This is an optimization exercise on Yosys and OpenROAD, whose aim is small area, a short achievable clock period and few clock cycles, not a production implementation.
In this exercise RTL edits were held to simulation tests only and were not proved equivalent to the original.
Power figures rest on the tool's default switching activity, not on a simulated workload.

== the previous run ==
Design midi_track_event_parser, start of the top module:
module midi_track_event_parser (
  input  logic        clk,
  input  logic        rst_n,
  input  logic        in_valid,
  output logic        in_ready,
  input  logic [7:0]  in_data_byte,
  input  logic        in_track_start,
  input  logic        in_track_end,
  output logic        out_valid,
  input  logic        out_ready,
  output logic [2:0]  out_kind,
  output logic [3:0]  out_channel,
  output logic [7:0]  out_key,
  output logic [7:0]  out_velocity,
  output logic [31:0] out_value,
  output logic        out_error_code,
  output logic        out_last
);
Size: roughly 450 cells after synthesis, about 74 flip-flops, about 4400 um^2 of cells after synthesis.
==> module midi_track_event_parser, before the edit <==
module midi_track_event_parser (
  input  logic        clk,
  input  logic        rst_n,
  input  logic        in_valid,
  output logic        in_ready,
  input  logic [7:0]  in_data_byte,
  input  logic        in_track_start,
  input  logic        in_track_end,
  output logic        out_valid,
  input  logic        out_ready,
  output logic [2:0]  out_kind,
  output logic [3:0]  out_channel,
  output logic [7:0]  out_key,
  output logic [7:0]  out_velocity,
  output logic [31:0] out_value,
  output logic        out_error_code,
  output logic        out_last
);
  logic [2:0]  ph_r, ph_e, ph_c;
  logic [7:0]  st_r;
  logic [1:0]  cn_r, cn_e, cn_nxt;
  logic        m51_r, lg_r, fr_r;
  logic [19:0] n_nxt;
  logic [31:0] x_nxt;
  logic [7:0]  b;
  logic        te, take, pop, go, vl_done, is_f, one_data, run_ch, sx_run;
  logic [27:0] vlq;
  logic        l_z, l_small, len_end, body_end, x_five;
  logic        r0_v, r0_ec, word, mid, two, x_keep, n_keep;
  logic [2:0]  r0_k;
  assign b    = in_data_byte;
  assign te   = in_track_end;
  assign take = in_valid && in_ready;
  assign pop  = out_valid && out_ready;
  assign ph_e = in_track_start ? PH_DELTA : ph_r;
  assign cn_e = in_track_start ? 2'd0 : cn_r;
  assign is_f = (st_r[7:4] == 4'hf);
  assign one_data = (st_r[7:5] == 3'b110);
  assign go      = (cn_e != 2'd0);
  assign vlq     = {go ? out_value[20:0] : 21'd0, b[6:0]};
  assign vl_done = !b[7] || (cn_e == 2'd3);
  assign l_z     = (vlq == 28'd0);
  assign l_small = (vlq[27:3] == 25'd0) && !(vlq[2] && vlq[1:0] != 2'd0);
  assign run_ch  = !b[7] && st_r[7] && !is_f;
  assign sx_run  = !b[7] && is_f && !st_r[3];
  assign len_end = (ph_e == PH_LEN) ? vl_done : (ph_e == PH_STATUS && sx_run);
  assign body_end = !lg_r && (cn_r == 2'd0);
  assign x_five   = (out_value[27:0] == 28'd5);
  always_comb begin
    ph_c  = ph_e;
    r0_v  = 1'b0;
    r0_k  = KIND_DELTA;
    r0_ec = 1'b0;
    mid   = 1'b1;
    word  = te;
    case (ph_e)
      PH_DELTA: begin
        if (vl_done) ph_c = PH_STATUS;
        r0_v = vl_done;
        word = vl_done || te;
      end
      PH_STATUS: begin
        if (b[7]) begin
          if (b[7:4] == 4'hf) ph_c = b[3] ? PH_METATYPE : PH_LEN;
          else ph_c = PH_DATA1;
        end else if (!st_r[7]) begin
          ph_c  = PH_HALT;
          mid   = 1'b0;
        end else if (is_f) begin
          if (st_r[3]) ph_c = PH_LEN;
          else begin
            ph_c = l_z ? PH_DELTA : PH_BODY;
            mid  = !l_z;
          end
        end else begin
          ph_c = one_data ? PH_DELTA : PH_DATA2;
          mid  = !one_data;
        end
        r0_v  = !b[7] && !st_r[7];
        r0_k  = KIND_ERR;
        r0_ec = 1'b1;
        word  = (te && mid) || (!b[7] && !st_r[7]);
      end
      PH_DATA1: begin
        ph_c = one_data ? PH_DELTA : PH_DATA2;
        mid  = !one_data;
        word = te && !one_data;
      end
      PH_DATA2: begin
        ph_c = PH_DELTA;
        mid  = 1'b0;
        r0_v = (st_r[7:5] == 3'b100);
        r0_k = (!st_r[4] || b == 8'd0) ? KIND_OFF : KIND_ON;
        word = (st_r[7:5] == 3'b100);
      end
      PH_METATYPE: ph_c = PH_LEN;
      PH_LEN: begin
        if (vl_done) ph_c = l_z ? PH_DELTA : PH_BODY;
        mid  = !(vl_done && l_z);
        r0_v = m51_r && vl_done && l_z;
        r0_k = KIND_TEMPO;
        word = (vl_done && l_z) ? m51_r : te;
      end
      PH_BODY: begin
        if (body_end) ph_c = PH_DELTA;
        mid  = !body_end;
        r0_v = m51_r && body_end;
        r0_k = KIND_TEMPO;
        word = body_end ? m51_r : te;
      end
      default: begin
        mid  = 1'b0;
        word = 1'b0;
      end
    endcase
  end
  assign two = te && ph_e == PH_DELTA && vl_done;
  assign x_keep = (ph_e == PH_DELTA) ? vl_done : (ph_e == PH_BODY && body_end);
  assign n_keep = (ph_e == PH_DATA2);
  logic x_ok, x_vlq, x_dec, x_sh;
  assign x_ok  = out_last && !(te && !x_keep);
  assign x_vlq = x_ok && (ph_e == PH_DELTA || ph_e == PH_LEN || (ph_e == PH_STATUS && sx_run));
  assign x_dec = x_ok && ph_e == PH_BODY && lg_r;
  assign x_sh  = x_ok && ph_e == PH_BODY && !lg_r;
  always_comb begin
    x_nxt = ({32{x_vlq}} & {4'd0, vlq}) |
            ({32{x_dec}} & {4'd0, out_value[27:0] - 28'd1}) |
            ({32{x_sh}}  & {fr_r ? 24'd0 : out_value[23:0], b});
    n_nxt = 20'd0;
    if (!(te && !n_keep)) begin
      case (ph_e)
        PH_STATUS: if (run_ch) n_nxt = {st_r[3:0], b, b};
        PH_DATA1:  n_nxt = {st_r[3:0], b, b};
        PH_DATA2:  n_nxt = {out_channel, out_key, b};
        default: ;
      endcase
    end
    cn_nxt = 2'd0;
    if (!te) begin
      if ((ph_e == PH_DELTA || ph_e == PH_LEN) && !vl_done) cn_nxt = cn_e + 2'd1;
      else if (len_end && l_small && !l_z) cn_nxt = b[1:0] - 2'd1;
      else if (ph_e == PH_BODY && lg_r) cn_nxt = x_five ? 2'd3 : 2'd0;
      else if (ph_e == PH_BODY && !body_end) cn_nxt = cn_r - 2'd1;
    end
  end
  always_ff @(posedge clk) begin
    if (take || (pop && !out_last)) out_value <= x_nxt;
  end
  always_ff @(posedge clk) begin
    if (take) begin
      {out_channel, out_key, out_velocity} <= n_nxt;
      if (ph_e == PH_METATYPE || ph_e == PH_STATUS)
        m51_r <= (b == 8'h51) && (ph_e == PH_METATYPE || st_r[3]);
      if (len_end) lg_r <= !l_small;
      else if (ph_e == PH_BODY && x_five) lg_r <= 1'b0;
      fr_r <= len_end || (ph_e == PH_BODY && lg_r);
    end
  end
  always_ff @(posedge clk) begin
    if (!rst_n) begin
      ph_r <= PH_DELTA;
      st_r <= 8'd0;
      cn_r <= 2'd0;
    end else if (take) begin
      ph_r <= te ? PH_DELTA : ph_c;
      if (in_track_start) st_r <= 8'd0;
      else if (ph_r == PH_STATUS && b[7]) st_r <= b;
      cn_r <= cn_nxt;
    end
  end
  always_ff @(posedge clk) begin
    if (!rst_n) begin
      out_valid <= 1'b0;
      out_last  <= 1'b1;
    end else begin
      out_valid <= (take && word) || (out_valid && !(pop && out_last));
      out_last  <= !(take && two) && (out_last || pop);
    end
  end
  always_ff @(posedge clk) begin
    if (!out_valid || pop) begin
      out_kind       <= (r0_v && out_last) ? r0_k : KIND_ERR;
      out_error_code <= r0_v && r0_ec && out_last;
    end
  end
  assign in_ready = !out_valid || (out_ready && out_last);
endmodule
==> flow/config.mk <==
export PLATFORM = sky130hd
export DESIGN_NAME = midi_track_event_parser
export DESIGN_NICKNAME = midi_track_event_parser
export VERILOG_FILES = /design/flow/design.v
export SDC_FILE = /design/flow/constraint.sdc
export NUM_CORES = 4
export LEC_CHECK = 0
export CAP_MARGIN = 20
export CORE_MARGIN = 2
export CORE_UTILIZATION = 45
export SETUP_SLACK_MARGIN = 4.0
export SLEW_MARGIN = 20
==> flow/constraint.sdc <==
create_clock -name core_clock -period 7.5 [get_ports {clk}]
set_input_delay 1.5000 -clock core_clock [delete_from_list [all_inputs] [get_ports {clk}]]
set_output_delay 1.5000 -clock core_clock [all_outputs]
set_load 0.01 [all_outputs]
standard.sh (not shown) runs the stock make flow with config.mk's settings and CLKGATE_MAP_FILE= SYNTH_SCRIPT=/design/flow/synth_recipe.tcl, a recipe that flattens the netlist after the stock synthesis.
==> flow/flow/run.sh <==
#!/bin/bash
# The standard layout (standard.sh, unchanged synthesis), with:
# - the smallest buffer (buf_1) on each port instead of the buffer that
#   buffer_ports picks by default; repair may still resize it
# - the buffers that abc inserts removed at floorplan, so that repair_design
#   buffers only where the placed netlist needs it
# - clock tree synthesis without dummy loads (ORFS's default arguments
#   otherwise)
# The flow's output goes to standard.log (and ORFS's own logs under orfs/).
export BUFFER_PORTS_ARGS="-buffer_cell sky130_fd_sc_hd__buf_1"
export REMOVE_ABC_BUFFERS=1
export CTS_ARGS="-sink_clustering_enable -repair_clock_nets -dont_use_dummy_load"
bash standard.sh > standard.log 2>&1
Testbench counts of the previous run, summed over its fixed seeds: cycles 32,983.
Input changes introduced in the current run (baseline for comparison: the previous run):
--- a/flow/design.v
+++ b/flow/design.v
@@ -36,6 +36,6 @@
   logic [7:0]  st_r;
   logic [1:0]  cn_r, cn_e, cn_nxt;
-  logic        m51_r, lg_r, fr_r;
-  logic [19:0] n_nxt;
+  logic        m51_r, lg_r, fr_r, rt_r;
+  logic [15:0] n_nxt;
   logic [31:0] x_nxt;
   logic [7:0]  b;
@@ -53,5 +53,5 @@
   assign is_f = (st_r[7:4] == 4'hf);
   assign one_data = (st_r[7:5] == 3'b110);
-  assign go      = (cn_e != 2'd0);
+  assign go      = (cn_e != 2'd0) || rt_r;
   assign vlq     = {go ? out_value[20:0] : 21'd0, b[6:0]};
   assign vl_done = !b[7] || (cn_e == 2'd3);
@@ -63,4 +63,16 @@
   assign body_end = !lg_r && (cn_r == 2'd0);
   assign x_five   = (out_value[27:0] == 28'd5);
+  logic       x_wrap, rt_bor;
+  logic [6:0] d_res;
+  assign x_wrap = (out_value[6:0] == 7'd0);
+  always_comb begin
+    case (cn_r)
+      2'd1:    rt_bor = (out_value[20:7] == 14'd0);
+      2'd2:    rt_bor = (out_value[20:14] == 7'd0);
+      2'd3:    rt_bor = 1'b1;
+      default: rt_bor = 1'b0;
+    endcase
+  end
+  assign d_res = rt_r ? out_value[27:21] - {6'd0, rt_bor} : out_value[6:0] - 7'd1;
   always_comb begin
     ph_c  = ph_e;
@@ -140,13 +152,14 @@
   assign x_sh  = x_ok && ph_e == PH_BODY && !lg_r;
   always_comb begin
-    x_nxt = ({32{x_vlq}} & {4'd0, vlq}) |
-            ({32{x_dec}} & {4'd0, out_value[27:0] - 28'd1}) |
+    x_nxt = ({32{x_vlq || rt_r}} & {4'd0, vlq[27:7], 7'd0}) |
+            ({32{x_vlq}} & {25'd0, b[6:0]}) |
+            ({32{x_dec || rt_r}} & {25'd0, d_res}) |
             ({32{x_sh}}  & {fr_r ? 24'd0 : out_value[23:0], b});
-    n_nxt = 20'd0;
+    n_nxt = 16'd0;
     if (!(te && !n_keep)) begin
       case (ph_e)
-        PH_STATUS: if (run_ch) n_nxt = {st_r[3:0], b, b};
-        PH_DATA1:  n_nxt = {st_r[3:0], b, b};
-        PH_DATA2:  n_nxt = {out_channel, out_key, b};
+        PH_STATUS: if (run_ch) n_nxt = {b, b};
+        PH_DATA1:  n_nxt = {b, b};
+        PH_DATA2:  n_nxt = {out_key, b};
         default: ;
       endcase
@@ -156,14 +169,15 @@
       if ((ph_e == PH_DELTA || ph_e == PH_LEN) && !vl_done) cn_nxt = cn_e + 2'd1;
       else if (len_end && l_small && !l_z) cn_nxt = b[1:0] - 2'd1;
-      else if (ph_e == PH_BODY && lg_r) cn_nxt = x_five ? 2'd3 : 2'd0;
+      else if (ph_e == PH_BODY && lg_r) cn_nxt = x_five ? 2'd3 : x_wrap ? 2'd1 : 2'd0;
       else if (ph_e == PH_BODY && !body_end) cn_nxt = cn_r - 2'd1;
     end
   end
   always_ff @(posedge clk) begin
-    if (take || (pop && !out_last)) out_value <= x_nxt;
+    if (rt_r || take || (pop && !out_last)) out_value[6:0] <= x_nxt[6:0];
+    if (rt_r || ((take || (pop && !out_last)) && !x_dec)) out_value[31:7] <= x_nxt[31:7];
   end
   always_ff @(posedge clk) begin
     if (take) begin
-      {out_channel, out_key, out_velocity} <= n_nxt;
+      {out_key, out_velocity} <= n_nxt;
       if (ph_e == PH_METATYPE || ph_e == PH_STATUS)
         m51_r <= (b == 8'h51) && (ph_e == PH_METATYPE || st_r[3]);
@@ -178,5 +192,10 @@
       st_r <= 8'd0;
       cn_r <= 2'd0;
+      rt_r <= 1'b0;
+    end else if (rt_r) begin
+      cn_r <= cn_r + {1'b0, cn_r != 2'd0};
+      rt_r <= (cn_r != 2'd0);
     end else if (take) begin
+      rt_r <= x_dec && x_wrap;
       ph_r <= te ? PH_DELTA : ph_c;
       if (in_track_start) st_r <= 8'd0;
@@ -200,4 +219,5 @@
     end
   end
-  assign in_ready = !out_valid || (out_ready && out_last);
+  assign in_ready    = !rt_r && (!out_valid || (out_ready && out_last));
+  assign out_channel = (!out_kind[2] && (out_kind[1] ^ out_kind[0])) ? st_r[3:0] : 4'd0;
 endmodule
Notes after the runs:
- Compared with the previous run, in the current run number of flip-flops and latches went down, routed wire length went up, setup slack went down by 0.023 ns.
- Summary: highest clock frequency the design can meet, the current run worse than the previous run
- Total routing usage reported by global routing was higher in the run labelled the current run.
- The clock network fraction of design power of the current run is lower than that of the previous run.
- Clock power is lower on the current run
- Share of synthesized cell area in full adder, half adder and majority cells: lower on the previous run
- Fraction of synthesis flops using an asynchronous set or reset pin came out exactly the same in the previous run and the current run.
- Row met3 track utilization from global routing: the current run higher / the previous run lower
Testbench counts of the current run, summed over its fixed seeds: cycles 33,072.

afterwards: timing with drivers on the ports:
In the flow no input, the clock included, has a driving cell. The finished layouts below were timed again as built, in two steps.
Step 1 sets driving cells, clkbuf_16 on the clock port and buf_2 on the other inputs (assumed; they add their load-dependent delay and slew).
Step 2 moves the port delays by t, midway between the first and last clock arrival at a register: inputs arrive t later, outputs are due t later. That takes back most of the time a late clock gives input paths.
Three values: ideal ports, drivers, drivers and shift; two values: the first two.
| run | shift t [ns] | setup WS [ns] | hold WS [ns] | worst setup path after step 2 | cell pins on the clock port's net |
|---|---|---|---|---|---|
| the previous run | 0.365 | 4.045 / 4.018 / 3.760 | 0.470 / 0.470 / 0.470 | input to register | 1 |
| the current run | 0.371 | 4.021 / 3.989 / 3.670 | 0.523 / 0.523 / 0.523 | input to register | 1 |
After both steps setup and hold are still met in every run listed. For the current run, which loses most, drivers alone change the setup slack by -0.032 ns; drivers and shift together by -0.351 ns.
